What follows belongs to an exercise in optimizing a design on an open flow for small area; a production flow would make more cautious choices. In this exercise RTL edits were held to simulation tests only and were not proved equivalent to the original. Power is estimated from default activity; no workload was simulated.

--- run.sh ---
#!/bin/bash
# synth_recipe.tcl (not shown) runs the flow's synth.tcl, then flattens the netlist and writes it again
# the make line also repeats each setting of config.mk as NAME=value (left out here)
make -C /OpenROAD-flow-scripts/flow DESIGN_CONFIG=/design/flow/config.mk WORK_HOME=/design/flow/orfs CLKGATE_MAP_FILE= SYNTH_SCRIPT=/design/flow/synth_recipe.tcl finish
--- config.mk ---
export PLATFORM = sky130hd
export DESIGN_NAME = regfile_sb
export DESIGN_NICKNAME = regfile_sb
export VERILOG_FILES = /design/flow/design.v
export SDC_FILE = /design/flow/constraint.sdc
export NUM_CORES = 4
export LEC_CHECK = 0
export CAP_MARGIN = 20
export CORE_MARGIN = 2
export CORE_UTILIZATION = 40
export SLEW_MARGIN = 20
export SYNTH_HIERARCHICAL = 1
export SYNTH_MINIMUM_KEEP_SIZE = 0
--- constraint.sdc ---
create_clock -name core_clock -period 7.0 [get_ports {clk}]
set_input_delay 1.4000 -clock core_clock [delete_from_list [all_inputs] [get_ports {clk}]]
set_output_delay 1.4000 -clock core_clock [all_outputs]
set_load 0.01 [all_outputs]
--- design.v ---
module rf_aoi222 #(parameter int W = 32) (
  input  logic [W-1:0] a0, a1, a2,
  input  logic         s0, s1, s2,
  output logic [W-1:0] y
);
  assign y = ~((a0 & {W{s0}}) | (a1 & {W{s1}}) | (a2 & {W{s2}}));
endmodule
module rf_nand2s #(parameter int W = 32) (
  input  logic [W-1:0] a0,
  input  logic         s0,
  output logic [W-1:0] y
);
  assign y = ~(a0 & {W{s0}});
endmodule
module rf_nandall #(parameter int W = 32, parameter int N = 11) (
  input  logic [N*W-1:0] x,
  output logic [W-1:0]   y
);
  always_comb begin
    y = '1;
    for (int k = 0; k < N; k++) y = y & x[k*W +: W];
    y = ~y;
  end
endmodule
module rf_wrmux #(parameter int W = 32) (
  input  logic [W-1:0] d, q,
  input  logic         en, en_n,
  output logic [W-1:0] y
);
  assign y = (d & {W{en}}) | (q & {W{en_n}});
endmodule
module rf_rdport #(parameter int W = 32, parameter int NREGS = 32) (
  input  logic [NREGS*W-1:0] r,
  input  logic [NREGS-1:0]   s,
  output logic [W-1:0]       y
);
  localparam int NG = (NREGS - 1) / 3;
  localparam int NX = (NREGS - 1) - 3 * NG;
  localparam int NP = NG + NX;
  logic [NP*W-1:0] p;
  for (genvar g = 0; g < NG; g++) begin : g_aoi
    rf_aoi222 #(.W(W)) u_aoi (
      .a0(r[(3*g+1)*W +: W]), .a1(r[(3*g+2)*W +: W]), .a2(r[(3*g+3)*W +: W]),
      .s0(s[3*g+1]), .s1(s[3*g+2]), .s2(s[3*g+3]), .y(p[g*W +: W])
    );
  end
  for (genvar x = 0; x < NX; x++) begin : g_nand
    rf_nand2s #(.W(W)) u_nand (
      .a0(r[(3*NG+1+x)*W +: W]), .s0(s[3*NG+1+x]), .y(p[(NG+x)*W +: W])
    );
  end
  rf_nandall #(.W(W), .N(NP)) u_or (.x(p), .y(y));
endmodule
module regfile_sb #(
  parameter int XLEN     = 32,
  parameter int NREGS    = 32,
  parameter int NRD      = 2,
  parameter int ZERO_REG = 1,
  localparam int AW      = $clog2(NREGS)
) (
  input  logic                clk,
  input  logic                rst_n,
  input  logic                we,
  input  logic [AW-1:0]       wa,
  input  logic [XLEN-1:0]     wd,
  input  logic [NRD*AW-1:0]   ra,
  output logic [NRD*XLEN-1:0] rd,
  output logic [NRD-1:0]      rbusy,
  input  logic                issue_valid,
  input  logic [AW-1:0]       issue_rd,
  output logic                issue_ready,
  input  logic                flush,
  output logic [AW:0]         busy_cnt
);
  logic [NREGS-1:0][XLEN-1:0] regs;
  logic [NREGS-1:1][XLEN-1:0] regs_q;
  logic [NREGS-1:0][XLEN-1:0] regs_d;
  logic [NREGS-1:1]      valid_q, busy_q;
  logic [NREGS-1:0]      valid, busy;
  logic [AW:0]           cnt;
  logic [NREGS-1:0]      wsel, wsel_n, isel;
  logic [NREGS-1:0]      rdec [NRD];
  logic [NREGS-1:0]      rsel [NRD];
  logic                  iss_acc;
  logic                  clr_dec;
  assign valid = {valid_q, 1'b0};
  assign busy  = {busy_q, 1'b0};
  always_comb begin
    for (int i = 0; i < NREGS; i++) begin
      wsel[i]   = we && (wa == AW'(i)) && (i != 0);
      wsel_n[i] = !wsel[i];
      isel[i]   = (issue_rd == AW'(i)) && (i != 0);
      for (int p = 0; p < NRD; p++) begin
        rdec[p][i] = (ra[p*AW +: AW] == AW'(i)) && (i != 0);
        rsel[p][i] = rdec[p][i] && valid[i];
      end
    end
  end
  assign issue_ready = ~|(isel & busy);
  assign iss_acc     = issue_valid && |(isel & ~busy);
  assign clr_dec     = |(wsel & busy);
  assign regs = {regs_q, XLEN'(0)};
  assign regs_d[0] = '0;
  for (genvar i = 1; i < NREGS; i++) begin : g_reg
    rf_wrmux #(.W(XLEN)) u_wr (
      .d(wd), .q(regs[i]), .en(wsel[i]), .en_n(wsel_n[i]), .y(regs_d[i])
    );
    always_ff @(posedge clk) regs_q[i] <= regs_d[i];
  end
  always_ff @(posedge clk or negedge rst_n) begin
    if (!rst_n) begin
      valid_q <= '0;
      busy_q  <= '0;
    end else begin
      for (int i = 1; i < NREGS; i++) begin
        if (wsel[i]) valid_q[i] <= 1'b1;
        busy_q[i] <= !flush && ((issue_valid && isel[i] && !busy[i]) || (busy[i] && !wsel[i]));
      end
    end
  end
  always_ff @(posedge clk or negedge rst_n) begin
    if (!rst_n)     cnt <= '0;
    else if (flush) cnt <= '0;
    else            cnt <= cnt + {{AW{1'b0}}, iss_acc} - {{AW{1'b0}}, clr_dec};
  end
  assign busy_cnt = cnt;
  for (genvar p = 0; p < NRD; p++) begin : g_rd
    rf_rdport #(.W(XLEN), .NREGS(NREGS)) u_rd (
      .r(regs), .s(rsel[p]), .y(rd[p*XLEN +: XLEN])
    );
    assign rbusy[p] = |(rdec[p] & busy);
  end
endmodule
==> results by group, run 1 <==
Run status
  – Status: complete, no violations

Hold path
  – Hold Crit Depth: 1
  – Worst hold start: valid_q[3]
  – Worst Hold Path EP: valid_q[3]
  – Worst min path class: flop to flop

Global routing
  – First-pass GRT wire length: 299 mm
  – Grt total ovfl: 0
  – Vias in the first global route: 40600
  – Largest net degree at the start of global routing: 69
  – Antenna violations before repair: 9
  – Global Route Usage Sum: 34.7%

Floorplanning
  – Die span in x: around 340 µm
  – Die Height: 343 µm
  – Initial core utilization: approximately two fifths
  – IO Count: 130
  – Row cnt: 124
  – Die Footprint: 118000 µm²
  – Core Box Area: 114000 µm²

Placed design
  – Port Buffers: 129
  – Worst slack, placed: about 500 ps
  – GPL Wtd Cong: 0.952
  – Placed cells: 5419
  – HPWL Detailed: approximately 130 mm

Timing
  – Final worst-path cycle share: 97.8%
  – Min Tclk post-route: 6850 ps
  – RSZ-0062 raised after global routing: no
  – Worst Slack Setup Final: 151 ps
  – Slew @ Worst Pin: 1250 ps
  – Worst-case clock skew: between 6 and 7 ps
  – Max-slew headroom: 16.4%
  – Final setup fails: 0
  – Slew Limit Fails: 0
  – Setup_tns: 0 ps
  – Hold Vio Cnt, Final: 0
  – FMAX: 146 MHz

Layout
  – Commonest non-fill, non-tap cell in the layout: dfxtp_1
  – Filler cell count: 10600
  – Non-filler cells, final: ~5600
  – Area growth, synth to finish: 11.4%
  – NumNets Final: 4085
  – Most frequent cells in the layout: dfxtp_1 (992), a22o_1 (933), a222oi_1 (640)
  – Layout cell share with drive strength beyond 1: 14.0%

Critical path
  – WP data arrival: 5450 ps
  – R2R depth: 12
  – Worst setup SP type: input pin
  – WP buf/inv: 3
  – Slowest stage delay, CP: around 920 ps
  – Worst-path fanout max: 21
  – Delay-heaviest family, CP: simple AND/OR/NAND/NOR gates
  – WP depth: 8
  – Critical-path top delay cell: and3_2
  – Worst path cell trace: clkdlybuf4s50_1 -> inv_1 -> nor3_1 -> and3_2 -> a222oi_1 -> nand3_1 -> or3_1 -> clkdlybuf4s50_1
  – Critical Path End Type: primary output
  – Reg2reg start: busy_q[16]
  – Reg2reg end: cnt[5]
  – FF-to-FF setup slack: 3110 ps
  – Worst Setup Path Type: input pin to primary output
  – Critical Path RT: 5600 ps
  – Most frequent CP cell: clkdlybuf4s50_1

Clock network
  – Clock Pin Slew Worst Setup and Hold Paths: 60 ps
  – Max Root-Sink Buffers: 3
  – Total CTS buffers: 111
  – Clock Latency Late Sink: roughly 710 ps
  – Setup Buffers After CTS: 0
  – CTS tree: done
  – CTS Hold Buffers Added: 0
  – Post-cts repair resize count: 0
  – CTS HTree Levels: 3
  – Sink Count: between 1000 and 1500
  – Root Driver: clkbuf_16

Synthesis
  – Ys Warns: 12
  – Cell area after synthesis: approximately 46000 µm²
  – Post-Syn Instances: 3998
  – Net Count, Synth: 4062
  – Avg Cell Area, Syn: ~11 µm²

Routing
  – DR vias/cell: between 7 and 8
  – Drt pass-1 iters: 15
  – DRT iter0 DRCs: 12900
  – Antenna-violating nets left: 0
  – Via count: 43200
  – DRC Markers: 0
  – Wire per inst: 38.1 µm
  – Final wirelength: 214 mm

Pwr
  – PwrDens: 328 nW/µm²
  – Static Leak: ~21 nW
  – Maximum vdd drop: 0.212 mV
  – Flop pwr share: 48.7%
  – Sw Pwr: 4.51 mW
  – Int Power: about 12 mW
  – Net switching fraction of the power: between 20% and 30%
  – Clock Power Share: 39.3%
  – Comb pwr share: between 10% and 20%

Run
  – Reported max-cap violation count: 0
[final cells by class]
| type | instances | area (µm²) | share of cell area (%) |
|---|---|---|---|
| clock inverter | 48 | 727 | 1.42 |
| inverter | 48 | 180 | 0.352 |
| sequential | 1060 | 21600 | 42.1 |
| multi-input combinational | 2479 | 20400 | 39.9 |
| antenna | 1 | 2.50 | 0.00489 |
| timing repair buffer | 321 | 3040 | 5.94 |
| clock buffer | 159 | 3350 | 6.54 |
| tap | 1512 | 1890 | 3.70 |
[power by group through the flow]
stage | Combinational [mW] | Sequential, mW | Clock [mW]
after floorplan | 1.30 | 7.98 | 0
after global placement | 1.89 | 8.21 | 0
after detailed placement | 1.95 | 8.21 | 0
after CTS | 1.95 | 8.11 | 6.59
after global routing | 2.12 | 8.30 | 6.85
final | 2.00 | 8.19 | 6.61
[worst reg2reg max path, stage by stage, from the launching register on]
cell	delay [ps]
dfrtp_1	530
a22oi_1	270
o22ai_1	100
or4_1	520
or4_1	580
ha_1	300
inv_1	40
ha_1	210
a21o_1	180
a21oi_1	210
o21bai_1	110
and4b_1	200
or4_1	500
[sequential cells by signal (all words and copies together) (netlist names)]
| name | count |
|---|---|
| regs_q | 992 |
| busy_q | 31 |
| valid_q | 31 |
| cnt | 6 |
[metal layers]
| layer | GRT usage, % | share of wire, % | up-vias |
|---|---|---|---|
| li1 | - | - | 17200 |
| met1 | 44.7 | 36 | 20800 |
| met2 | 49.4 | 41 | 4264 |
| met3 | 12.2 | 16 | 885 |
| met4 | 21.4 | 7.1 | 6 |
| met5 | 0 | 0.017 | - |
[worst max path at each step]
stage / from / end / slack (ps)
2_1_floorplan: wa[3] / cnt[5] / 2250
3_3_place_gp: ra[4] / rd[29] / 490
3_5_place_dp: ra[4] / rd[6] / 500
4_1_cts: ra[4] / rd[29] / 490
5_1_grt: ra[4] / rd[6] / 100
6_report: ra[4] / rd[6] / 150
[metrics by stage]
stage               instance area [µm²]  power, mW  util (%)  hold WS (ps)
global placement                  47100       10.1      41.2           457
finish                            51200       16.8      44.8           474
CTS                               51200       16.7      44.8           475
global route                      51200       17.3      44.8           500
floorplan                         45900       9.28         -           440
detailed placement                47100       10.2      41.2           458
==> inputs of run 2 (changes only) <==
--- a/config.mk
+++ b/config.mk
@@ -6,8 +6,11 @@
 export NUM_CORES = 4
 export LEC_CHECK = 0
-export CAP_MARGIN = 20
+export CAP_MARGIN = 0
 export CORE_MARGIN = 2
-export CORE_UTILIZATION = 40
-export SLEW_MARGIN = 20
+export CORE_UTILIZATION = 45
+export CTS_BUF_LIST = sky130_fd_sc_hd__clkbuf_16
+export CTS_CLUSTER_DIAMETER = 50
+export CTS_CLUSTER_SIZE = 16
+export SLEW_MARGIN = 0
 export SYNTH_HIERARCHICAL = 1
 export SYNTH_MINIMUM_KEEP_SIZE = 0
==> run 2 against run 1 <==
Effect of this change:
- combinational power about the same
- critical path depth increased by 1
- core utilization up 5.1 points
- area after synthesis is the same
- routed wire length fell by 2.5%
- fmax increased by 2.7%
- setup slack gained 180 ps
- first-iteration DRC count shrank 4.5%
- count of clock-buffer cells in the layout decreased by 48
- worst hold slack gained 19 ps
- non-clock buffer count down 5
- critical path type unchanged
- largest power group unchanged
==> results by group, run 2 <==
Critical path
  – FF-to-FF setup slack: 3030 ps
  – Worst path cell trace: clkdlybuf4s50_1 -> inv_1 -> nor3_1 -> and3_2 -> buf_4 -> a222oi_1 -> nand4_1 -> or3_1 -> clkdlybuf4s50_1
  – Critical-path top delay cell: and3_2
  – Worst setup SP type: input pin
  – WP data arrival: between 5000 and 6000 ps
  – Most frequent CP cell: clkdlybuf4s50_1
  – R2R depth: 12
  – Critical Path End Type: primary output
  – Slowest stage delay, CP: 890 ps
  – Worst-path fanout max: 20
  – Critical Path RT: between 5000 and 6000 ps
  – Worst Setup Path Type: input pin to primary output
  – Reg2reg end: cnt[5]
  – Reg2reg start: busy_q[8]

Clock network
  – Clock Latency Late Sink: approximately 710 ps
  – CTS tree: done
  – Total CTS buffers: 110
  – CTS Hold Buffers Added: 0
  – Root Driver: clkbuf_16
  – Clock Pin Slew Worst Setup and Hold Paths: 60 ps
  – Max Root-Sink Buffers: 3
  – Setup Buffers After CTS: 0
  – CTS HTree Levels: 3
  – Post-cts repair resize count: 0
  – Sink Count: 1060

Layout
  – Max reg flops: 992
  – Non-filler cells, final: 5482
  – Design area: 50600 µm²
  – Area growth, synth to finish: 10.2%
  – Largest Register: regs_q
  – Most frequent cells in the layout: dfxtp_1 (992), a22o_1 (933), a222oi_1 (640)
  – Commonest non-fill, non-tap cell in the layout: dfxtp_1
  – Layout cell share with drive strength beyond 1: 13.9%
  – Regs by FF count: regs_q: 992 flops, busy_q: 31 flops, valid_q: 31 flops
  – Layout Utilization: about half
  – NumNets Final: 4079

Hold path
  – Worst Hold Path EP: valid_q[8]
  – Hold Crit Depth: 1
  – Worst min path class: flop to flop
  – Worst hold start: valid_q[8]

Floorplanning
  – Core Box Area: ~100000 µm²
  – IO Count: 130
  – Initial core utilization: 45.3%
  – Die span in x: about 320 µm
  – Row cnt: 117
  – Die Height: about 320 µm
  – Die Footprint: 105000 µm²

Synthesis
  – Cell area after synthesis: roughly 46000 µm²
  – Post-Syn Instances: 3998
  – Avg Cell Area, Syn: 11.5 µm²
  – Ys Warns: 12
  – Net Count, Synth: 4062

Timing
  – Worst-case clock skew: ~9.6 ps
  – Setup_tns: 0 ps
  – Min Tclk post-route: between 6000 and 7000 ps
  – Final setup fails: 0
  – RSZ-0062 raised after global routing: no
  – Slew Limit Fails: 0
  – FMAX: 150 MHz
  – Slew @ Worst Pin: 1330 ps
  – Final worst-path cycle share: 95.2%
  – Max-slew headroom: roughly 12%
  – Hold Vio Cnt, Final: 0

Run
  – Reported max-cap violation count: 0

Placed design
  – Port Buffers: 129
  – Placed cells: 5271
  – HPWL Detailed: approximately 120 mm
  – GPL Wtd Cong: 0.949
  – Placed cell areas: 46900 µm²

Global routing
  – Vias in the first global route: 40100
  – First-pass GRT wire length: just under 300 mm
  – Global Route Usage Sum: 38.2%
  – Largest net degree at the start of global routing: 69
  – Grt total ovfl: 0
  – Antenna violations before repair: 11

Routing
  – Drt pass-1 iters: 20
  – Wire per inst: between 30 and 40 µm
  – Via count: 43200
  – DRT iter0 DRCs: roughly 12000
  – Antenna-violating nets left: 0
  – Final wirelength: 209 mm
  – DRC Markers: 0
  – DR vias/cell: 7.88

Pwr
  – PwrDens: 322 nW/µm²
  – Tot Pwr: 16.3 mW
  – Static Leak: 20.6 nW
  – Maximum vdd drop: approximately 0.22 mV

Run status
  – Status: complete, no violations
-- run 2: how the worst max path moves through the flow --
stage	endpoint	cells after the start	start	slack (ps)
final	rd[5]	9	ra[4]	330
after global routing	rd[22]	8	ra[1]	350
after CTS	rd[27]	7	ra[4]	590
after detailed placement	rd[8]	9	ra[4]	600
after global placement	rd[8]	9	ra[4]	630
after floorplan	cnt[5]	14	wa[3]	2250
-- run 2: final cells by class --
| cell class | count | area (µm²) |
|---|---|---|
| clock buffers | 111 | 2780 |
| repair buffers | 316 | 2990 |
| diodes | 3 | 7.51 |
| multi-input cells | 2479 | 20400 |
| well taps | 1368 | 1710 |
| clock inverters | 97 | 953 |
| inverters | 48 | 180 |
| flip-flops and latches | 1060 | 21600 |
| fillers | 9072 | 50800 |
-- run 2: worst max-delay path: cells and delay by family --
kind,cells,cell delay [ps]
simple gates,4,1920
compound gates,1,90
buf+inv,4,1830
-- run 2: layer usage --
| layer | global-route usage (%) | vias to the layer above | wire, µm | share of wire (%) |
|---|---|---|---|---|
| met5 | 0.139 | - | 78 | 0.037 |
| met1 | 51.3 | 21100 | 79000 | 38 |
| met2 | 53.2 | 4027 | 84200 | 40 |
| li1 | - | 17200 | - | - |
| met3 | 12.4 | 805 | 32800 | 16 |
| met4 | 22.3 | 10 | 13100 | 6.2 |
-- run 2: power breakdown --
group / internal, mW / switching (mW) / total [mW] / leakage (nW)
combinational: 1.09 / 0.905 / 1.99 / 9.63
sequential: 7.22 / 0.959 / 8.18 / 9.12
clock: 3.26 / 2.84 / 6.10 / 1.83
total: 11.6 / 4.71 / 16.3 / 20.6
-- run 2: through the flow --
stage | worst slack (ps) | hold slack, ps
CTS | 590 | 486
floorplan | 2250 | 440
detailed placement | 597 | 465
global route | 355 | 501
finish | 333 | 493
global placement | 628 | 457
==> inputs of run 3 (changes only) <==
==> flow/run.sh (new file) <==
#!/bin/bash
# Standard ORFS layout (the standard.sh, unchanged synthesis, floorplan, power grid
# and tap cells) with two placement/CTS options passed through the environment:
#  - CTS without dummy loads (the clock tree is not padded with unused buffers)
#  - port buffers use the smallest plain buffer instead of a delay cell
# Every tool's output goes to standard.log in the work folder.
set -euo pipefail
cd "$(dirname "$0")/.."
export CTS_ARGS="-sink_clustering_enable -repair_clock_nets -dont_use_dummy_load -sink_clustering_size 16 -sink_clustering_max_diameter 50 -buf_list {sky130_fd_sc_hd__clkbuf_16}"
export BUFFER_PORTS_ARGS="-buffer_cell sky130_fd_sc_hd__buf_1"
bash standard.sh finish > standard.log 2>&1
==> standard.sh (new file) <==
#!/bin/bash
# synth_recipe.tcl (not shown) runs the flow's synth.tcl, then flattens the netlist and writes it again
# the make line also repeats each setting of config.mk as NAME=value (left out here)
make -C /OpenROAD-flow-scripts/flow DESIGN_CONFIG=/design/flow/config.mk WORK_HOME=/design/flow/orfs CLKGATE_MAP_FILE= SYNTH_SCRIPT=/design/flow/synth_recipe.tcl "${@:-finish}"
removed: run.sh
==> run 3 against run 2 <==
Effect of this change:
- flip-flop and latch count unchanged
- routed wire length is 1.2% higher
- sequential power is essentially flat
- register-to-register slack gained 30 ps
- sequential share of layout area grew 2.0 points
- combinational power fell by 7%
- final cell count shrank 2.5%
- highest routed layer unchanged
- via count about the same
- total power shrank 6.3%
- area after synthesis unchanged
- cell area decreased by 4.5%
- setup slack better by 410 ps
==> results by group, run 3 <==
Pwr
  – Clock Power Share: about a third
  – Net switching fraction of the power: 27.7%
  – Sw Pwr: about 4.2 mW
  – Static Leak: between 15 and 20 nW
  – PwrDens: 316 nW/µm²
  – Maximum vdd drop: 0.206 mV
  – Flop pwr share: 53.8%
  – Comb pwr share: about an eighth
  – Int Power: 11.0 mW

Global routing
  – Grt total ovfl: 0
  – Largest net degree at the start of global routing: 69
  – Global Route Usage Sum: 38.5%
  – Antenna violations before repair: 4
  – First-pass GRT wire length: 293 mm
  – Vias in the first global route: 40000

Clock network
  – CTS HTree Levels: 3
  – Max Root-Sink Buffers: 3
  – Setup Buffers After CTS: 0
  – Clock Pin Slew Worst Setup and Hold Paths: 50 ps
  – Total CTS buffers: 115
  – CTS Hold Buffers Added: 0
  – CTS tree: done
  – Post-cts repair resize count: 0
  – Sink Count: 1060
  – Root Driver: clkbuf_16
  – Clock Latency Late Sink: 650 ps

Critical path
  – Critical Path End Type: primary output
  – Most frequent CP cell: buf_1
  – WP data arrival: 4850 ps
  – Critical Path RT: about 5600 ps
  – Worst path cell trace: buf_1 -> inv_1 -> nor3_1 -> and3_2 -> a222oi_1 -> nand4_1 -> or3_1 -> buf_1
  – Worst-path fanout max: 28
  – Slowest stage delay, CP: 1170 ps
  – Worst Setup Path Type: input pin to primary output
  – Critical-path top delay cell: and3_2
  – Worst setup SP type: input pin

Floorplanning
  – Die Footprint: ~100000 µm²
  – Die Height: approximately 320 µm
  – Initial core utilization: 45.3%
  – Core Box Area: a little over 100000 µm²
  – IO Count: 130
  – Row cnt: 117
  – Die span in x: 324 µm

Routing
  – Wire per inst: 39.6 µm
  – Via count: 43200
  – Antenna-violating nets left: 0
  – Final wirelength: 212 mm
  – DR vias/cell: 8.08
  – Drt pass-1 iters: 14
  – DRC Markers: 0
  – DRT iter0 DRCs: 12700

Synthesis
  – Net Count, Synth: just over 4000
  – Avg Cell Area, Syn: between 10 and 15 µm²
  – Cell area after synthesis: 45900 µm²
  – Ys Warns: 12
  – Post-Syn Instances: 3998

Timing
  – Worst-case clock skew: around 12 ps
  – Min Tclk post-route: 6250 ps
  – Slew @ Worst Pin: 1340 ps
  – Final setup fails: 0
  – Slew Limit Fails: 0
  – FMAX: 160 MHz
  – Fin Hold WS: a little under 500 ps
  – RSZ-0062 raised after global routing: no
  – Max-slew headroom: 10.3%
  – Hold Vio Cnt, Final: 0
  – Setup_tns: 0 ps
  – Final worst-path cycle share: 89.3%

Placed design
  – Placed cells: 5224
  – HPWL Detailed: 117 mm
  – GPL Wtd Cong: 0.954
  – Port Buffers: 129
  – Placed cell areas: 45400 µm²

Layout
  – Most frequent cells in the layout: dfxtp_1 (992), a22o_1 (933), a222oi_1 (640)
  – NumNets Final: 4037
  – Design area: 48300 µm²
  – Register Area: 21600 µm²
  – Non-filler cells, final: 5343
  – Regs by FF count: regs_q: 992 flops, busy_q: 31 flops, valid_q: 31 flops
  – Filler cell count: 9212
  – Layout cell share with drive strength beyond 1: 11.5%
  – Commonest non-fill, non-tap cell in the layout: dfxtp_1
  – Largest Register: regs_q
  – Multi-input gate area: 20400 µm²
  – Max reg flops: 992
  – Area growth, synth to finish: 5.20%

Hold path
  – Worst min path class: flop to flop

Run
  – Reported max-cap violation count: 0

Run status
  – Status: complete, no violations
[run 3: critical path: cells and delay by family]
kind / cells / cell delay [ps]
compound gates: 1 / 330
buf+inv: 3 / 830
simple gates: 4 / 2220
[run 3: metal layers]
| layer | vias to the layer above | track usage, % | part of all wire (%) |
|---|---|---|---|
| li1 | 17000 | - | - |
| met1 | 20800 | 50.2 | 37 |
| met2 | 4398 | 53.8 | 40 |
| met3 | 921 | 14.4 | 16 |
| met4 | 4 | 22.5 | 6.9 |
| met5 | - | 0.463 | 0.015 |
[run 3: layout make-up]
| cell class | instances | area share, % |
|---|---|---|
| Sequential cell | 1060 | 44.6 |
| Clock buffer | 115 | 5.95 |
| Inverter | 48 | 0.373 |
| Antenna cell | 4 | 0.0207 |
| Multi-Input combinational cell | 2479 | 42.3 |
| Timing Repair Buffer | 269 | 3.23 |
| Tap cell | 1368 | 3.54 |
[run 3: final timing paths]
check                               to  cells past startpoint        start  slack (ps)
hold reg to reg            valid_q[13]                      1  valid_q[13]         480
max in group asynchronous  valid_q[29]                      2        rst_n        5390
hold / removal             valid_q[13]                      1  valid_q[13]         480
setup / recovery                rd[57]                      8        ra[5]         750
setup reg to reg                cnt[5]                     12    busy_q[8]        3060
min in group asynchronous   busy_q[19]                      2        rst_n         960
[run 3: per-stage QoR]
stage,total power [mW],setup slack [ps],util (%)
2_1_floorplan,9.28,2250,-
6_report,15.2,748,47.6
3_3_place_gp,9.96,1090,44.8
4_1_cts,15.1,1080,47.6
5_1_grt,15.7,758,47.6
3_5_place_dp,10.0,1080,44.8
[run 3: power groups by stage]
stage                     clock (mW)  sequential, mW  combinational, mW
final                           5.19            8.20               1.86
after global routing            5.43            8.30               1.98
after CTS                       5.19            8.12               1.80
after detailed placement           0            8.21               1.81
after global placement             0            8.21               1.75
after floorplan                    0            7.98               1.30
==> inputs of run 4 (changes only) <==
--- a/design.v
+++ b/design.v
@@ -98,5 +98,5 @@
   end
   assign issue_ready = ~|(isel & busy);
-  assign iss_acc     = issue_valid && |(isel & ~busy);
+  assign iss_acc     = issue_valid && (issue_rd != 0) && issue_ready;
   assign clr_dec     = |(wsel & busy);
   assign regs = {regs_q, XLEN'(0)};
--- a/flow/run.sh
+++ b/flow/run.sh
@@ -7,5 +7,5 @@
 set -euo pipefail
 cd "$(dirname "$0")/.."
-export CTS_ARGS="-sink_clustering_enable -repair_clock_nets -dont_use_dummy_load -sink_clustering_size 16 -sink_clustering_max_diameter 50 -buf_list {sky130_fd_sc_hd__clkbuf_16}"
+export CTS_ARGS="-sink_clustering_enable -repair_clock_nets -dont_use_dummy_load -sink_clustering_size 12 -sink_clustering_max_diameter 70 -buf_list {sky130_fd_sc_hd__clkbuf_8}"
 export BUFFER_PORTS_ARGS="-buffer_cell sky130_fd_sc_hd__buf_1"
 bash standard.sh finish > standard.log 2>&1
--- a/config.mk
+++ b/config.mk
@@ -9,7 +9,7 @@
 export CORE_MARGIN = 2
 export CORE_UTILIZATION = 45
-export CTS_BUF_LIST = sky130_fd_sc_hd__clkbuf_16
-export CTS_CLUSTER_DIAMETER = 50
-export CTS_CLUSTER_SIZE = 16
+export CTS_BUF_LIST = sky130_fd_sc_hd__clkbuf_8
+export CTS_CLUSTER_DIAMETER = 70
+export CTS_CLUSTER_SIZE = 12
 export SLEW_MARGIN = 0
 export SYNTH_HIERARCHICAL = 1
==> run 4 against run 3 <==
Effect of this change:
- worst hold slack worse by 6.8 ps
- sequential power about the same
- clock power fell by 34%
- total power decreased by 12%
- count of clock-buffer cells in the layout shrank 15
- area after synthesis decreased by 0.85%
- setup slack worse by 52 ps
- first-iteration DRC count decreased by 6.4%
- critical path type unchanged
- critical endpoint is now rd[27]
==> results by group, run 4 <==
Critical path
  – Reg2reg start: busy_q[20]
  – Critical Path End Type: primary output
  – WP data arrival: around 4900 ps
  – Reg2reg end: cnt[5]
  – FF-to-FF setup slack: 3370 ps
  – Worst path cell trace: buf_1 -> nor3b_1 -> and3_2 -> a222oi_1 -> nand4_1 -> or3_1 -> buf_1
  – Worst Setup Path Type: input pin to primary output
  – Most frequent CP cell: buf_1
  – R2R depth: 13
  – Worst setup SP type: input pin
  – Worst-path fanout max: 27
  – Slowest stage delay, CP: approximately 940 ps
  – Critical Path RT: approximately 5600 ps
  – Critical-path top delay cell: and3_2

Synthesis
  – Ys Warns: 12
  – Avg Cell Area, Syn: 11.6 µm²
  – Post-Syn Instances: approximately 4000
  – Cell area after synthesis: 45500 µm²
  – Net Count, Synth: 3999

Floorplanning
  – Initial core utilization: between 40% and 50%
  – Die Footprint: around 100000 µm²
  – Die span in x: 322 µm
  – Row cnt: 116
  – Core Box Area: 100000 µm²
  – IO Count: 130
  – Die Height: ~320 µm

Routing
  – WL met2: 84.2 mm
  – Antenna-violating nets left: 0
  – Via count: 41900
  – DRT iter0 DRCs: about 12000
  – Wire length on met1: 75.2 mm
  – DR vias/cell: between 8 and 9
  – Wire per inst: 38.9 µm
  – Top Layer Used: met5
  – Drt pass-1 iters: 15
  – Final wirelength: 202 mm
  – Wire length on met3: roughly 32 mm
  – DRC Markers: 0

Hold path
  – Worst hold start: valid_q[20]
  – Worst Hold Path EP: valid_q[20]
  – Worst min path class: flop to flop
  – Hold Crit Depth: 1

Layout
  – Filler cell count: 9323
  – Regs by FF count: regs_q: 992 flops, busy_q: 31 flops, valid_q: 31 flops
  – NumNets Final: 3952
  – Most frequent cells in the layout: dfxtp_1 (992), a22o_1 (933), a222oi_1 (640)
  – Register Area: 21600 µm²
  – Layout cell share with drive strength beyond 1: 10.8%
  – Multi-input gate area: about 20000 µm²
  – Largest Register: regs_q
  – Commonest non-fill, non-tap cell in the layout: dfxtp_1
  – Max reg flops: 992
  – Area growth, synth to finish: 1.59%

Timing
  – Max-slew headroom: between 20% and 30%
  – Min Tclk post-route: 6300 ps
  – Slew Limit Fails: 0
  – Worst Slack Setup Final: ~700 ps
  – Hold Vio Cnt, Final: 0
  – Worst-case clock skew: 25.0 ps
  – FMAX: 159 MHz
  – Setup_tns: 0 ps
  – Final worst-path cycle share: around 90%
  – Final setup fails: 0
  – Slew @ Worst Pin: about 1100 ps
  – RSZ-0062 raised after global routing: no

Placed design
  – GPL Wtd Cong: around 0.9
  – Worst slack, placed: 996 ps
  – Port Buffers: around 130
  – HPWL Detailed: 116 mm

Run status
  – Status: complete, no violations

Clock network
  – Root Driver: clkbuf_8
  – Post-cts repair resize count: 0
  – Sink Count: 1060
  – CTS tree: done
  – CTS Hold Buffers Added: 0
  – Setup Buffers After CTS: 0
  – Clock Pin Slew Worst Setup and Hold Paths: 70 ps
  – CTS HTree Levels: 3
  – Max Root-Sink Buffers: 3
  – Total CTS buffers: 100
  – Clock Latency Late Sink: 750 ps

Global routing
  – Largest net degree at the start of global routing: 69
  – Vias in the first global route: 38500
  – Grt total ovfl: 0
  – First-pass GRT wire length: around 280 mm
  – Global Route Usage Sum: between 30% and 40%
  – Antenna violations before repair: 15

Pwr
  – Static Leak: 18.8 nW
  – Maximum vdd drop: 0.137 mV
  – PwrDens: 290 nW/µm²

Run
  – Reported max-cap violation count: 0
run 4: cell count changes in the layout (fill, tap and decap cells not counted), sizes merged, moves of 9 or more:
cell / before / now
nand2: 111 / 98
clkbuf: 125 / 116
clkinv: 10 / 1
nor2: 75 / 57
run 4: worst max-delay path: cells and delay by family:
kind | cells | cell delay, ps
compound gates | 1 | 260
buf+inv | 2 | 770
simple gates | 4 | 2400
run 4: worst max path at each step:
stage / startpoint / end / slack [ps] / cells past startpoint
floorplan: ra[5] / rd[33] / 2440 / 8
global placement: ra[4] / rd[23] / 1030 / 7
detailed placement: ra[4] / rd[23] / 1000 / 7
CTS: ra[1] / rd[13] / 990 / 7
global route: ra[1] / rd[13] / 660 / 7
finish: ra[4] / rd[27] / 700 / 7
run 4: layer usage:
metal  up-vias  GRT usage, %
met2      3934          52.6
met1     20500          48.7
met4        18          18.3
met3       725          13.7
met5         -             0
li1      16700             -
run 4: power breakdown:
group | total (mW) | switching, mW | internal [mW]
clock network | 3.40 | 2.13 | 1.27
logic | 1.87 | 0.927 | 0.943
registers | 8.17 | 0.955 | 7.21
run 4: final cells by class:
| cell class | count | share of cell area (%) |
|---|---|---|
| Tap cell | 1298 | 3.51 |
| Timing Repair Buffer | 267 | 3.39 |
| Inverter | 45 | 0.365 |
| Multi-Input combinational cell | 2414 | 43.1 |
| Antenna cell | 8 | 0.0433 |
| Clock buffer | 100 | 2.97 |
| Sequential cell | 1060 | 46.6 |
run 4: stage by stage:
stage          cells  power [mW]  area (µm²)  util (%)  hold slack (ps)
2_1_floorplan   3935        9.27       45500         -              440
3_3_place_gp    5084        9.96       44900      44.8              454
3_5_place_dp    5084        10.0       44900      44.8              458
4_1_cts         5184        13.3       46300      46.2              476
5_1_grt         5185        13.9       46300      46.2              487
6_report        5192        13.4       46300      46.2              476
==> inputs of run 5 (changes only) <==
--- a/design.v
+++ b/design.v
@@ -40,13 +40,17 @@
   logic [NP*W-1:0] p;
   for (genvar g = 0; g < NG; g++) begin : g_aoi
-    rf_aoi222 #(.W(W)) u_aoi (
-      .a0(r[(3*g+1)*W +: W]), .a1(r[(3*g+2)*W +: W]), .a2(r[(3*g+3)*W +: W]),
-      .s0(s[3*g+1]), .s1(s[3*g+2]), .s2(s[3*g+3]), .y(p[g*W +: W])
-    );
+    for (genvar j = 0; j < W; j++) begin : g_bit
+      rf_aoi222 #(.W(1)) u_aoi (
+        .a0(r[(3*g+1)*W+j]), .a1(r[(3*g+2)*W+j]), .a2(r[(3*g+3)*W+j]),
+        .s0(s[3*g+1]), .s1(s[3*g+2]), .s2(s[3*g+3]), .y(p[g*W+j])
+      );
+    end
   end
   for (genvar x = 0; x < NX; x++) begin : g_nand
-    rf_nand2s #(.W(W)) u_nand (
-      .a0(r[(3*NG+1+x)*W +: W]), .s0(s[3*NG+1+x]), .y(p[(NG+x)*W +: W])
-    );
+    for (genvar j = 0; j < W; j++) begin : g_bit
+      rf_nand2s #(.W(1)) u_nand (
+        .a0(r[(3*NG+1+x)*W+j]), .s0(s[3*NG+1+x]), .y(p[(NG+x)*W+j])
+      );
+    end
   end
   rf_nandall #(.W(W), .N(NP)) u_or (.x(p), .y(y));
@@ -103,7 +107,9 @@
   assign regs_d[0] = '0;
   for (genvar i = 1; i < NREGS; i++) begin : g_reg
-    rf_wrmux #(.W(XLEN)) u_wr (
-      .d(wd), .q(regs[i]), .en(wsel[i]), .en_n(wsel_n[i]), .y(regs_d[i])
-    );
+    for (genvar j = 0; j < XLEN; j++) begin : g_bit
+      rf_wrmux #(.W(1)) u_wr (
+        .d(wd[j]), .q(regs[i][j]), .en(wsel[i]), .en_n(wsel_n[i]), .y(regs_d[i][j])
+      );
+    end
     always_ff @(posedge clk) regs_q[i] <= regs_d[i];
   end
==> run 5 against run 4 <==
Effect of this change:
- still clean
- global-route usage is 3.8 points higher
- die area is 8.4% lower
- flip-flop and latch count stayed put
- clock power hardly changed
- first-iteration DRC count is 17% lower
- synthesized cell count is 9.5% lower
- routed wire length is 0.14% lower
- final cell count is 2.7% lower
- critical path type unchanged
==> results by group, run 5 <==
Run status
  – Status: complete, no violations

Routing
  – Wire per inst: 39.9 µm
  – Drt pass-1 iters: 17
  – DRC Markers: 0
  – Antenna-violating nets left: 0
  – DRT iter0 DRCs: 9935
  – Via count: around 42000
  – Final wirelength: 201 mm
  – DR vias/cell: 8.25

Timing
  – RSZ-0062 raised after global routing: no
  – Slew @ Worst Pin: 1280 ps
  – Max-slew headroom: 14.5%
  – Final setup fails: 0
  – Final worst-path cycle share: 88.4%
  – Worst-case clock skew: between 50 and 60 ps
  – Slew Limit Fails: 0
  – Min Tclk post-route: around 6200 ps
  – Hold Vio Cnt, Final: 0
  – Setup_tns: 0 ps
  – FMAX: 162 MHz

Global routing
  – First-pass GRT wire length: 282 mm
  – Vias in the first global route: 38800
  – Largest net degree at the start of global routing: 69
  – Global Route Usage Sum: 40.7%
  – Grt total ovfl: 0
  – Antenna violations before repair: 11

Clock network
  – CTS Hold Buffers Added: 0
  – CTS tree: done
  – Max Root-Sink Buffers: 3
  – Root Driver: clkbuf_8
  – Clock Latency Late Sink: 750 ps
  – Total CTS buffers: 100
  – CTS HTree Levels: 3
  – Clock Pin Slew Worst Setup and Hold Paths: approximately 80 ps
  – Sink Count: 1060
  – Setup Buffers After CTS: 0
  – Post-cts repair resize count: 0

Critical path
  – Worst setup SP type: input pin
  – Reg2reg start: busy_q[14]
  – Slowest stage delay, CP: around 940 ps
  – Worst Setup Path Type: input pin to primary output
  – R2R depth: 13
  – Reg2reg end: cnt[5]
  – Setup crit end: rd[29]
  – Critical Path End Type: primary output
  – Critical path startpoint: ra[1]
  – FF-to-FF setup slack: about 3400 ps
  – Worst-path fanout max: 23
  – Worst path cell trace: buf_1 -> nor3b_1 -> and3_2 -> buf_4 -> a222oi_1 -> nand4_1 -> or3_1 -> buf_1
  – Critical Path RT: about 5600 ps
  – WP data arrival: 4790 ps
  – Most frequent CP cell: buf_1
  – Critical-path top delay cell: and3_2

Placed design
  – Placed cells: 4944
  – GPL Wtd Cong: 0.977
  – HPWL Detailed: 111 mm
  – Port Buffers: ~130

Layout
  – Max reg flops: 992
  – Regs by FF count: regs_q: 992 flops, busy_q: 31 flops, valid_q: 31 flops
  – Largest Register: regs_q
  – Area growth, synth to finish: 10.0%
  – Non-filler cells, final: just over 5000
  – NumNets Final: 3924
  – Layout cell share with drive strength beyond 1: 8.89%
  – Layout Utilization: 50.0%
  – Most frequent cells in the layout: a22o_1 (995), dfxtp_1 (992), a222oi_1 (640)
  – Commonest non-fill, non-tap cell in the layout: a22o_1

Pwr
  – Comb pwr share: about 14%
  – Int Power: 9.44 mW
  – PwrDens: just under 300 nW/µm²
  – Flop pwr share: 60.9%
  – Net switching fraction of the power: between 20 and 30%
  – Sw Pwr: 3.96 mW
  – Static Leak: 18.6 nW
  – Tot Pwr: about 13 mW
  – Clock Power Share: roughly 25%
  – Maximum vdd drop: 0.196 mV

Synthesis
  – Ys Warns: 12
  – Avg Cell Area, Syn: 11.7 µm²
  – Post-Syn Instances: 3563
  – Cell area after synthesis: between 40000 and 50000 µm²
  – Net Count, Synth: 3627

Floorplanning
  – IO Count: 130
  – Initial core utilization: about 45%
  – Die Height: 308 µm
  – Die Footprint: 95000 µm²
  – Die span in x: between 300 and 400 µm
  – Core Box Area: 91700 µm²
  – Row cnt: between 100 and 150

Hold path
  – Hold Crit Depth: 1
  – Worst min path class: flop to flop

Run
  – Reported max-cap violation count: 0
==> run 5: worst max-delay path, delay by kind of cell <==
kind	cells	cell delay (ps)
AND/OR/NAND/NOR	4	2340
AO/OA/AOI/OAI	1	100
buffers and inverters	3	930
==> run 5: worst min-delay path by stage <==
stage | startpoint | slack, ps | end
floorplan | valid_q[10] | 440 | valid_q[10]
finish | valid_q[24] | 480 | valid_q[24]
global placement | valid_q[12] | 460 | valid_q[12]
detailed placement | valid_q[24] | 460 | valid_q[24]
CTS | valid_q[24] | 480 | valid_q[24]
global route | valid_q[20] | 500 | valid_q[20]
==> run 5: metal layers <==
metal  routed length (µm)  track usage [%]
met5                   23            0.258
met4                14400             26.3
met3                32000             14.5
met2                79300             54.6
met1                75700             54.6
==> run 5: power groups by stage <==
| stage | clock network [mW] | logic, mW | registers, mW |
|---|---|---|---|
| 2_1_floorplan | 0 | 1.25 | 7.99 |
| 3_3_place_gp | 0 | 1.76 | 8.23 |
| 3_5_place_dp | 0 | 1.82 | 8.21 |
| 4_1_cts | 3.36 | 1.82 | 8.11 |
| 5_1_grt | 3.60 | 1.99 | 8.30 |
| 6_report | 3.37 | 1.87 | 8.16 |
==> run 5: per-stage QoR <==
stage,hold slack [ps],area [µm²],setup slack (ps)
6_report,480,45800,812
2_1_floorplan,440,41700,1200
3_5_place_dp,460,44400,1080
5_1_grt,497,45800,875
3_3_place_gp,456,44400,1140
4_1_cts,479,45800,1110
==> run 5: layout make-up <==
type,count,area (µm²)
Multi-Input combinational cell,2414,19900
Timing Repair Buffer,239,1330
Clock buffer,100,1380
Inverter,45,169
Antenna cell,8,20.0
Fill cell,8276,45800
Tap cell,1186,1480
Sequential cell,1060,21600
==> inputs of run 6 (changes only) <==
--- a/flow/run.sh
+++ b/flow/run.sh
@@ -7,5 +7,5 @@
 set -euo pipefail
 cd "$(dirname "$0")/.."
-export CTS_ARGS="-sink_clustering_enable -repair_clock_nets -dont_use_dummy_load -sink_clustering_size 12 -sink_clustering_max_diameter 70 -buf_list {sky130_fd_sc_hd__clkbuf_8}"
+export CTS_ARGS="-sink_clustering_enable -repair_clock_nets -dont_use_dummy_load -sink_clustering_size 14 -sink_clustering_max_diameter 70 -buf_list {sky130_fd_sc_hd__clkbuf_8}"
 export BUFFER_PORTS_ARGS="-buffer_cell sky130_fd_sc_hd__buf_1"
 bash standard.sh finish > standard.log 2>&1
--- a/config.mk
+++ b/config.mk
@@ -11,5 +11,5 @@
 export CTS_BUF_LIST = sky130_fd_sc_hd__clkbuf_8
 export CTS_CLUSTER_DIAMETER = 70
-export CTS_CLUSTER_SIZE = 12
+export CTS_CLUSTER_SIZE = 14
 export SLEW_MARGIN = 0
 export SYNTH_HIERARCHICAL = 1
==> run 6 against run 5 <==
Effect of this change:
- critical path type unchanged
- die area unchanged
- global-route usage about the same
- still clean on timing, DRC and antenna
- setup slack worse by 50 ps
- clock skew increased by 0.81 ps
- area after synthesis stayed put
- clock power shrank 5%
==> results by group, run 6 <==
Critical path
  – Critical path startpoint: ra[1]
  – Delay-heaviest family, CP: simple AND/OR/NAND/NOR gates
  – Reg2reg start: busy_q[14]
  – Setup crit end: rd[29]
  – R2R depth: 13
  – Critical-path top delay cell: and3_2
  – Worst path cell trace: buf_1 -> nor3b_1 -> and3_2 -> buf_4 -> a222oi_1 -> nand4_1 -> or3_1 -> buf_1
  – Critical Path End Type: primary output
  – WP depth: 8
  – Critical Path RT: 5600 ps
  – Reg2reg end: cnt[5]
  – WP buf/inv: 3
  – WP data arrival: around 4800 ps
  – Worst Setup Path Type: input pin to primary output
  – Slowest stage delay, CP: 950 ps
  – FF-to-FF setup slack: between 3000 and 4000 ps
  – Worst setup SP type: input pin
  – Worst-path fanout max: 23
  – Most frequent CP cell: buf_1

Clock network
  – Post-cts repair resize count: 0
  – Sink Count: 1060
  – Clock Pin Slew Worst Setup and Hold Paths: 90 ps
  – Clock Latency Late Sink: 760 ps
  – CTS tree: done
  – CTS Hold Buffers Added: 0
  – Root Driver: clkbuf_8
  – Setup Buffers After CTS: 0
  – Max Root-Sink Buffers: 3
  – CTS HTree Levels: 3
  – Total CTS buffers: 88

Timing
  – Final setup fails: 0
  – Max-slew headroom: 15.6%
  – FMAX: ~160 MHz
  – Final worst-path cycle share: 89.1%
  – RSZ-0062 raised after global routing: no
  – Slew Limit Fails: 0
  – Setup_tns: 0 ps
  – Worst Slack Setup Final: approximately 760 ps
  – Hold Vio Cnt, Final: 0
  – Min Tclk post-route: 6240 ps
  – Worst-case clock skew: 54.8 ps
  – Slew @ Worst Pin: 1260 ps

Run status
  – Status: complete, no violations

Pwr
  – Static Leak: ~18 nW
  – Int Power: 9.30 mW
  – Sw Pwr: slightly below 4 mW
  – Net switching fraction of the power: 29.7%
  – Clock Power Share: 24.1%
  – Maximum vdd drop: about 0.2 mV
  – PwrDens: 290 nW/µm²
  – Comb pwr share: 14.2%
  – Flop pwr share: 61.7%
  – Tot Pwr: 13.2 mW

Synthesis
  – Post-Syn Instances: 3563
  – Ys Warns: 12
  – Avg Cell Area, Syn: 11.7 µm²
  – Net Count, Synth: 3627
  – Cell area after synthesis: 41700 µm²

Routing
  – DRC Markers: 0
  – Antenna-violating nets left: 0
  – DR vias/cell: 8.24
  – Wire per inst: 40.0 µm
  – Drt pass-1 iters: 11
  – DRT iter0 DRCs: 9994
  – Final wirelength: 201 mm
  – Via count: 41500

Layout
  – Max reg flops: 992
  – Regs by FF count: regs_q: 992 flops, busy_q: 31 flops, valid_q: 31 flops
  – Layout cell share with drive strength beyond 1: approximately 8.6%
  – Largest Register: regs_q
  – NumNets Final: 3912
  – Most frequent cells in the layout: a22o_1 (995), dfxtp_1 (992), a222oi_1 (640)
  – Filler cell count: 8296
  – Area growth, synth to finish: 9.62%
  – Commonest non-fill, non-tap cell in the layout: a22o_1

Placed design
  – HPWL Detailed: about 110 mm
  – Port Buffers: between 100 and 150
  – GPL Wtd Cong: 0.977
  – Worst slack, placed: about 1100 ps

Floorplanning
  – Die span in x: 308 µm
  – Initial core utilization: 45.4%
  – IO Count: between 100 and 150
  – Die Height: 308 µm
  – Row cnt: 111
  – Die Footprint: 95000 µm²
  – Core Box Area: 91700 µm²

Global routing
  – Grt total ovfl: 0
  – Vias in the first global route: 38700
  – Antenna violations before repair: 12
  – Global Route Usage Sum: between 40% and 50%
  – First-pass GRT wire length: 282 mm
  – Largest net degree at the start of global routing: 69

Run
  – Reported max-cap violation count: 0

Hold path
  – Worst min path class: flop to flop
[run 6: metrics by stage]
stage               cells  cell area (µm²)  hold WS [ps]  util (%)
floorplan            3563            41700           440         -
global placement     4944            44400           456      48.5
detailed placement   4944            44400           460      48.5
CTS                  5032            45700           482      49.8
global route         5035            45700           500      49.8
finish               5036            45700           482      49.8
[run 6: how the worst min path moves through the flow]
stage | from | to | cells after the start
after global routing | valid_q[20] | valid_q[20] | 1
after global placement | valid_q[12] | valid_q[12] | 1
after floorplan | valid_q[10] | valid_q[10] | 1
after detailed placement | valid_q[24] | valid_q[24] | 1
after CTS | valid_q[24] | valid_q[24] | 1
final | valid_q[24] | valid_q[24] | 1
[run 6: power groups by stage]
| stage | sequential, mW | clock (mW) | combinational, mW |
|---|---|---|---|
| floorplan | 7.99 | 0 | 1.25 |
| global placement | 8.23 | 0 | 1.76 |
| detailed placement | 8.21 | 0 | 1.82 |
| CTS | 8.11 | 3.18 | 1.82 |
| global route | 8.30 | 3.40 | 1.99 |
| finish | 8.16 | 3.19 | 1.87 |
[run 6: cell type report]
cell class / instances / area [µm²] / area share, %
Antenna cell: 4 / 10.0 / 0.0219
Clock buffer: 88 / 1210 / 2.65
Inverter: 45 / 169 / 0.370
Multi-Input combinational cell: 2414 / 19900 / 43.6
Sequential cell: 1060 / 21600 / 47.2
Tap cell: 1186 / 1480 / 3.25
Timing Repair Buffer: 239 / 1330 / 2.91
[run 6: layer usage]
metal	vias up	part of all wire [%]	global-route usage, %
li1	16600	-	-
met5	-	0.10	1.24
met4	12	7.1	26.4
met1	20200	38	54.5
met2	3974	39	54.7
met3	726	16	14.2

[afterwards: timing with drivers on the ports]
The results above use ideal ports. As a check the final layouts listed here were re-extracted and re-timed, cells and wires unchanged. Step 1 assumes that a clkbuf_16 drives the clock port and a buf_2 every other input. Step 2 moves the port delays by t, midway between the first and last clock arrival at a register: inputs arrive t later, outputs are due t later. That takes back most of the time a late clock gives input paths. Three values: ideal, step 1, step 2; two values: the first two.
run	t, ns	setup WS [ns]	clock arrival spread, ns	worst slew at a driven data input, ns
run 1	0.772	0.151 / 0.121 / 0.121	0.036 / 0.035	0.06
run 2	0.790	0.333 / 0.280 / 0.280	0.049 / 0.049	0.09
run 3	0.763	0.748 / 0.696 / 0.696	0.090 / 0.090	0.09
run 4	0.831	0.696 / 0.665 / 0.665	0.077 / 0.078	0.16
run 5	0.835	0.812 / 0.749 / 0.749	0.151 / 0.152	0.11
run 6	0.807	0.763 / 0.713 / 0.713	0.082 / 0.082	0.10
After both steps setup and hold are still met in every run listed. For run 5, which loses most, drivers alone change the setup slack by -0.063 ns; drivers and shift together by -0.063 ns.
